Context: an optimization exercise on an open-source flow, tuned for small area. The choices shown serve that exercise and are no tape-out recipe. The RTL was checked by simulation tests, not by an equivalence proof against the original design. Power is estimated from default activity; no workload was simulated.

==> inputs of run H <==
==> flow/design.v <==
module id_stage_pipe #(
    parameter int XLEN      = 32,
    parameter int NREG      = 32,
    parameter int WB_BYPASS = 1
) (
    input  logic            clk,
    input  logic            rst,
    input  logic            if_valid,
    input  logic [31:0]     if_inst,
    input  logic [XLEN-1:0] if_pc,
    output logic            id_ready,
    input  logic            ex_flush,
    input  logic            wb_we,
    input  logic [4:0]      wb_rd,
    input  logic [XLEN-1:0] wb_data,
    output logic            ex_valid,
    output logic [XLEN-1:0] ex_pc,
    output logic [4:0]      ex_rs1,
    output logic [4:0]      ex_rs2,
    output logic [4:0]      ex_rd,
    output logic [XLEN-1:0] ex_rs1_data,
    output logic [XLEN-1:0] ex_rs2_data,
    output logic [XLEN-1:0] ex_imm,
    output logic [3:0]      ex_alu_ctrl,
    output logic [2:0]      ex_funct3,
    output logic            ex_regwrite,
    output logic            ex_memread,
    output logic            ex_memwrite,
    output logic            ex_alusrc,
    output logic            ex_memtoreg,
    output logic            ex_branch,
    output logic            ex_illegal
);
    localparam logic [6:0] OP_R = 7'b0110011, OP_I = 7'b0010011, OP_LD = 7'b0000011;
    localparam logic [6:0] OP_ST = 7'b0100011, OP_BR = 7'b1100011, OP_LUI = 7'b0110111;
    localparam logic [3:0] ALU_ADD = 4'd0, ALU_SUB = 4'd1, ALU_AND = 4'd2, ALU_OR = 4'd3;
    localparam logic [3:0] ALU_SLT = 4'd4, ALU_SLTU = 4'd5, ALU_XOR = 4'd6, ALU_SLL = 4'd7;
    localparam logic [3:0] ALU_SRL = 4'd8, ALU_SRA = 4'd9, ALU_PASSB = 4'd10;
    localparam logic [2:0] C_OTH = 3'd0, C_R = 3'd1, C_I = 3'd2, C_SH = 3'd3;
    localparam logic [2:0] C_LD = 3'd4, C_ST = 3'd5, C_BR = 3'd6, C_LUI = 3'd7;
    logic [31:0] rf_q [1:31];
    logic        v_q;
    logic [31:0] pc_q;
    logic [31:7] in_q;
    logic [2:0]  cls_q, cls_d;
    logic [6:0]  opc;
    logic [4:0]  rs1, rs2;
    logic        use1, use2, hz;
    assign opc = if_inst[6:0];
    assign rs1 = if_inst[19:15];
    assign rs2 = if_inst[24:20];
    always_comb begin
        use1 = 1'b0;
        use2 = 1'b0;
        cls_d = C_OTH;
        case (opc)
            OP_R:   begin use1 = 1'b1; use2 = 1'b1; cls_d = C_R; end
            OP_I:   begin use1 = 1'b1; cls_d = (if_inst[13:12] == 2'b01) ? C_SH : C_I; end
            OP_LD:  begin use1 = 1'b1; cls_d = C_LD; end
            OP_ST:  begin use1 = 1'b1; use2 = 1'b1; cls_d = C_ST; end
            OP_BR:  begin use1 = 1'b1; use2 = 1'b1; cls_d = C_BR; end
            OP_LUI: cls_d = C_LUI;
            default: ;
        endcase
    end
    assign hz = ex_memread && ex_rd != 5'd0 && if_valid &&
                ((use1 && rs1 == ex_rd) || (use2 && rs2 == ex_rd));
    assign id_ready = ex_flush || !hz;
    always_ff @(posedge clk) begin
        v_q   <= if_valid && !(rst || ex_flush || hz);
        pc_q  <= if_pc;
        in_q  <= if_inst[31:7];
        cls_q <= cls_d;
    end
    logic [31:0] wd;
    assign wd = rst ? 32'd0 : wb_data;
    always_ff @(posedge clk) begin
        for (int i = 1; i < 32; i++)
            if (rst || (wb_we && wb_rd == 5'(i))) rf_q[i] <= wd;
    end
    logic [2:0] f3;
    logic [6:0] f7;
    logic       is_r, is_i, is_sh, is_ld, is_st, is_br, is_lui, is_oth, bad;
    assign f3 = in_q[14:12];
    assign f7 = in_q[31:25];
    assign is_r   = cls_q == C_R;
    assign is_i   = cls_q == C_I;
    assign is_sh  = cls_q == C_SH;
    assign is_ld  = cls_q == C_LD;
    assign is_st  = cls_q == C_ST;
    assign is_br  = cls_q == C_BR;
    assign is_lui = cls_q == C_LUI;
    assign is_oth = cls_q == C_OTH;
    assign bad = is_oth ||
                 (is_r && !(f7 == 7'b0 || (f7 == 7'b0100000 && (f3 == 3'b000 || f3 == 3'b101)))) ||
                 (is_sh && !(f7 == 7'b0 || (f3[2] && f7 == 7'b0100000))) ||
                 (is_br && f3[1]);
    function automatic logic [3:0] f3_alu(input logic [2:0] f);
        case (f)
            3'b000:  f3_alu = ALU_ADD;
            3'b001:  f3_alu = ALU_SLL;
            3'b010:  f3_alu = ALU_SLT;
            3'b011:  f3_alu = ALU_SLTU;
            3'b100:  f3_alu = ALU_XOR;
            3'b101:  f3_alu = ALU_SRL;
            3'b110:  f3_alu = ALU_OR;
            default: f3_alu = ALU_AND;
        endcase
    endfunction
    always_comb begin
        ex_alu_ctrl = ALU_ADD;
        if (!bad) begin
            if (is_r)
                ex_alu_ctrl = f7[5] ? (f3[2] ? ALU_SRA : ALU_SUB) : f3_alu(f3);
            else if (is_i || is_sh)
                ex_alu_ctrl = (is_sh && f3[2] && f7[5]) ? ALU_SRA : f3_alu(f3);
            else if (is_br)
                ex_alu_ctrl = ALU_SUB;
            else if (is_lui)
                ex_alu_ctrl = ALU_PASSB;
        end
    end
    assign ex_valid    = v_q;
    assign ex_illegal  = v_q && bad;
    assign ex_regwrite = v_q && !bad && (is_r || is_i || is_sh || is_ld || is_lui);
    assign ex_memread  = v_q && is_ld;
    assign ex_memtoreg = v_q && is_ld;
    assign ex_memwrite = v_q && is_st;
    assign ex_alusrc   = v_q && !bad && (is_i || is_sh || is_ld || is_st || is_lui);
    assign ex_branch   = v_q && !bad && is_br;
    assign ex_pc     = pc_q;
    assign ex_rd     = in_q[11:7];
    assign ex_funct3 = in_q[14:12];
    assign ex_rs1    = in_q[19:15];
    assign ex_rs2    = in_q[24:20];
    always_comb begin
        case (cls_q)
            C_I, C_LD: ex_imm = {{20{in_q[31]}}, in_q[31:20]};
            C_SH:      ex_imm = {27'd0, in_q[24:20]};
            C_ST:      ex_imm = {{20{in_q[31]}}, in_q[31:25], in_q[11:7]};
            C_BR:      ex_imm = {{20{in_q[31]}}, in_q[7], in_q[30:25], in_q[11:8], 1'b0};
            C_LUI:     ex_imm = {in_q[31:12], 12'd0};
            default:   ex_imm = 32'd0;
        endcase
    end
    logic [31:0] s1, s2;
    logic [31:0] rfz [32];
    logic [31:0] n1 [11], n2 [11];
    always_comb begin
        for (int i = 0; i < 32; i++) begin
            s1[i] = ex_rs1 == 5'(i);
            s2[i] = ex_rs2 == 5'(i);
        end
        rfz[0] = 32'd0;
        for (int i = 1; i < 32; i++) rfz[i] = rf_q[i];
    end
    for (genvar g = 0; g < 11; g++) begin : grp
        for (genvar b = 0; b < 32; b++) begin : bit_
            if (g < 10) begin : full
                id_sel3 u1 (.d({rfz[3*g+3][b], rfz[3*g+2][b], rfz[3*g+1][b]}), .s(s1[3*g+3:3*g+1]), .y_n(n1[g][b]));
                id_sel3 u2 (.d({rfz[3*g+3][b], rfz[3*g+2][b], rfz[3*g+1][b]}), .s(s2[3*g+3:3*g+1]), .y_n(n2[g][b]));
            end else begin : part
                assign n1[g][b] = ~(rfz[31][b] & s1[31]);
                assign n2[g][b] = ~(rfz[31][b] & s2[31]);
            end
        end
    end
    always_comb begin
        ex_rs1_data = ~((n1[0] & n1[1] & n1[2] & n1[3]) & (n1[4] & n1[5] & n1[6] & n1[7]) & (n1[8] & n1[9] & n1[10]));
        ex_rs2_data = ~((n2[0] & n2[1] & n2[2] & n2[3]) & (n2[4] & n2[5] & n2[6] & n2[7]) & (n2[8] & n2[9] & n2[10]));
    end
endmodule
module id_sel3 (
    input  logic [2:0] d,
    input  logic [2:0] s,
    output logic       y_n
);
    assign y_n = ~|(d & s);
endmodule
==> flow/flow/run.sh <==
#!/bin/bash
# Own flow: the standard layout (standard.sh, unchanged synthesis and steps), except that
# the port buffers that global placement inserts on every input and output are buf_1 cells.
set -euo pipefail
cd "$(dirname "$0")/.."
export BUFFER_PORTS_ARGS="-buffer_cell sky130_fd_sc_hd__buf_1"
bash standard.sh finish > orfs_make.log 2>&1
==> flow/standard.sh <==
#!/bin/bash
# synth_recipe.tcl (not shown) runs the flow's synth.tcl, then flattens the netlist and writes it again
# the make line also repeats each setting of config.mk as NAME=value (left out here)
make -C /OpenROAD-flow-scripts/flow DESIGN_CONFIG=/design/flow/config.mk WORK_HOME=/design/flow/orfs CLKGATE_MAP_FILE= SYNTH_SCRIPT=/design/flow/synth_recipe.tcl "${@:-finish}"
==> flow/config.mk <==
export PLATFORM = sky130hd
export DESIGN_NAME = id_stage_pipe
export DESIGN_NICKNAME = id_stage_pipe
export VERILOG_FILES = /design/flow/design.v
export SDC_FILE = /design/flow/constraint.sdc
export NUM_CORES = 4
export LEC_CHECK = 0
export CAP_MARGIN = 20
export CORE_MARGIN = 2
export CORE_UTILIZATION = 55
export CTS_CLUSTER_DIAMETER = 90
export CTS_CLUSTER_SIZE = 25
export SLEW_MARGIN = 20
export SYNTH_HIERARCHICAL = 1
export SYNTH_MINIMUM_KEEP_SIZE = 0
==> flow/constraint.sdc <==
create_clock -name core_clock -period 4.5 [get_ports {clk}]
set_input_delay 0.9000 -clock core_clock [delete_from_list [all_inputs] [get_ports {clk}]]
set_output_delay 0.9000 -clock core_clock [all_outputs]
set_load 0.01 [all_outputs]
==> inputs of run B, as changes to run H <==
--- a/flow/design.v
+++ b/flow/design.v
@@ -144,36 +144,11 @@
         endcase
     end
-    logic [31:0] s1, s2;
-    logic [31:0] rfz [32];
-    logic [31:0] n1 [11], n2 [11];
     always_comb begin
-        for (int i = 0; i < 32; i++) begin
-            s1[i] = ex_rs1 == 5'(i);
-            s2[i] = ex_rs2 == 5'(i);
-        end
-        rfz[0] = 32'd0;
-        for (int i = 1; i < 32; i++) rfz[i] = rf_q[i];
-    end
-    for (genvar g = 0; g < 11; g++) begin : grp
-        for (genvar b = 0; b < 32; b++) begin : bit_
-            if (g < 10) begin : full
-                id_sel3 u1 (.d({rfz[3*g+3][b], rfz[3*g+2][b], rfz[3*g+1][b]}), .s(s1[3*g+3:3*g+1]), .y_n(n1[g][b]));
-                id_sel3 u2 (.d({rfz[3*g+3][b], rfz[3*g+2][b], rfz[3*g+1][b]}), .s(s2[3*g+3:3*g+1]), .y_n(n2[g][b]));
-            end else begin : part
-                assign n1[g][b] = ~(rfz[31][b] & s1[31]);
-                assign n2[g][b] = ~(rfz[31][b] & s2[31]);
-            end
+        ex_rs1_data = 32'd0;
+        ex_rs2_data = 32'd0;
+        for (int i = 1; i < 32; i++) begin
+            ex_rs1_data = ex_rs1_data | (rf_q[i] & {32{ex_rs1 == 5'(i)}});
+            ex_rs2_data = ex_rs2_data | (rf_q[i] & {32{ex_rs2 == 5'(i)}});
         end
     end
-    always_comb begin
-        ex_rs1_data = ~((n1[0] & n1[1] & n1[2] & n1[3]) & (n1[4] & n1[5] & n1[6] & n1[7]) & (n1[8] & n1[9] & n1[10]));
-        ex_rs2_data = ~((n2[0] & n2[1] & n2[2] & n2[3]) & (n2[4] & n2[5] & n2[6] & n2[7]) & (n2[8] & n2[9] & n2[10]));
-    end
 endmodule
-module id_sel3 (
-    input  logic [2:0] d,
-    input  logic [2:0] s,
-    output logic       y_n
-);
-    assign y_n = ~|(d & s);
-endmodule
==> flow/run.sh (new file) <==
#!/bin/bash
# synth_recipe.tcl (not shown) runs the flow's synth.tcl, then flattens the netlist and writes it again
# the make line also repeats each setting of config.mk as NAME=value (left out here)
make -C /OpenROAD-flow-scripts/flow DESIGN_CONFIG=/design/flow/config.mk WORK_HOME=/design/flow/orfs CLKGATE_MAP_FILE= SYNTH_SCRIPT=/design/flow/synth_recipe.tcl finish
Settings changed: CORE_UTILIZATION 55 to 40, CTS_CLUSTER_DIAMETER 90 to unset, CTS_CLUSTER_SIZE 25 to unset, SYNTH_HIERARCHICAL 1 to unset, SYNTH_MINIMUM_KEEP_SIZE 0 to unset.
removed: flow/flow/run.sh
removed: flow/standard.sh
==> summary.md <==
| Metric | Value |
|---|---|
| Run status | `failed layout checks` |
| Failing Checks | `negative setup slack` |
| Detailed placer's ending HPWL | `102 mm` |
| Post-CTS sizing | `3` |
| PnR worst setup slack | `-0.0269 ns` |
| Combinational group share of total power | `0.090` |
| Fillers | `5337` |
| Total wirelength of the detailed-routed design | `163 mm` |
| Met3 track demand over resource | `0.120` |
| Die outline width | `278 um` |
| Number of combinational gates with multiple inputs | `1201` |
| Fraction of the mapped netlist area in simple logic gates | `0.0506` |
| Fin cells | `3727` |
| Internal portion of total power | `14.3 mW` |
| Total setup violations reported at the end of the flow | `2` |
| Sequential logic power | `12.1 mW` |
[end of results for run H]
==> summary.md <==
| Metric | Value |
|---|---|
| Post-CTS sizing | `200` |
| Combinational group share of total power | `0.099` |
| Total wirelength of the detailed-routed design | `239 mm` |
| Total setup violations reported at the end of the flow | `9` |
| Number of combinational gates with multiple inputs | `1938` |
| Met3 track demand over resource | `0.173` |
| Run status | `failed layout checks` |
| Fillers | `9456` |
| PnR worst setup slack | `-0.0624 ns` |
| Internal portion of total power | `18.2 mW` |
| Detailed placer's ending HPWL | `140 mm` |
| Tot GR Track Use | `0.396` |
| Sequential logic power | `~12 mW` |
| Failing Checks | `negative setup slack` |
[end of results for run B]

separate check: timing with driven ports:
In the flow no input, the clock included, has a driving cell. The finished layouts below were timed again as built, in two steps.
Step 1: set_driving_cell puts a clkbuf_16 on clk and a buf_2 on each other input, an assumption about the parent block.
Step 2 adds t to the input delays and takes it off the output delays; t is the mean of the earliest and latest rising clock arrival at the registers after step 1. Input paths then give back, and output paths get back, about the clock's delay inside the block.
a / b / c = ideal / step 1 / step 2; a / b = the first two.
run | t, ns | slack for setup (ns) | slew at the worst register clock pin (ns)
run H | 0.702 | -0.027 / -0.092 / 0.610 | 0.10 / 0.10
run B | 0.790 | -0.062 / -0.133 / 0.494 | 0.07 / 0.07
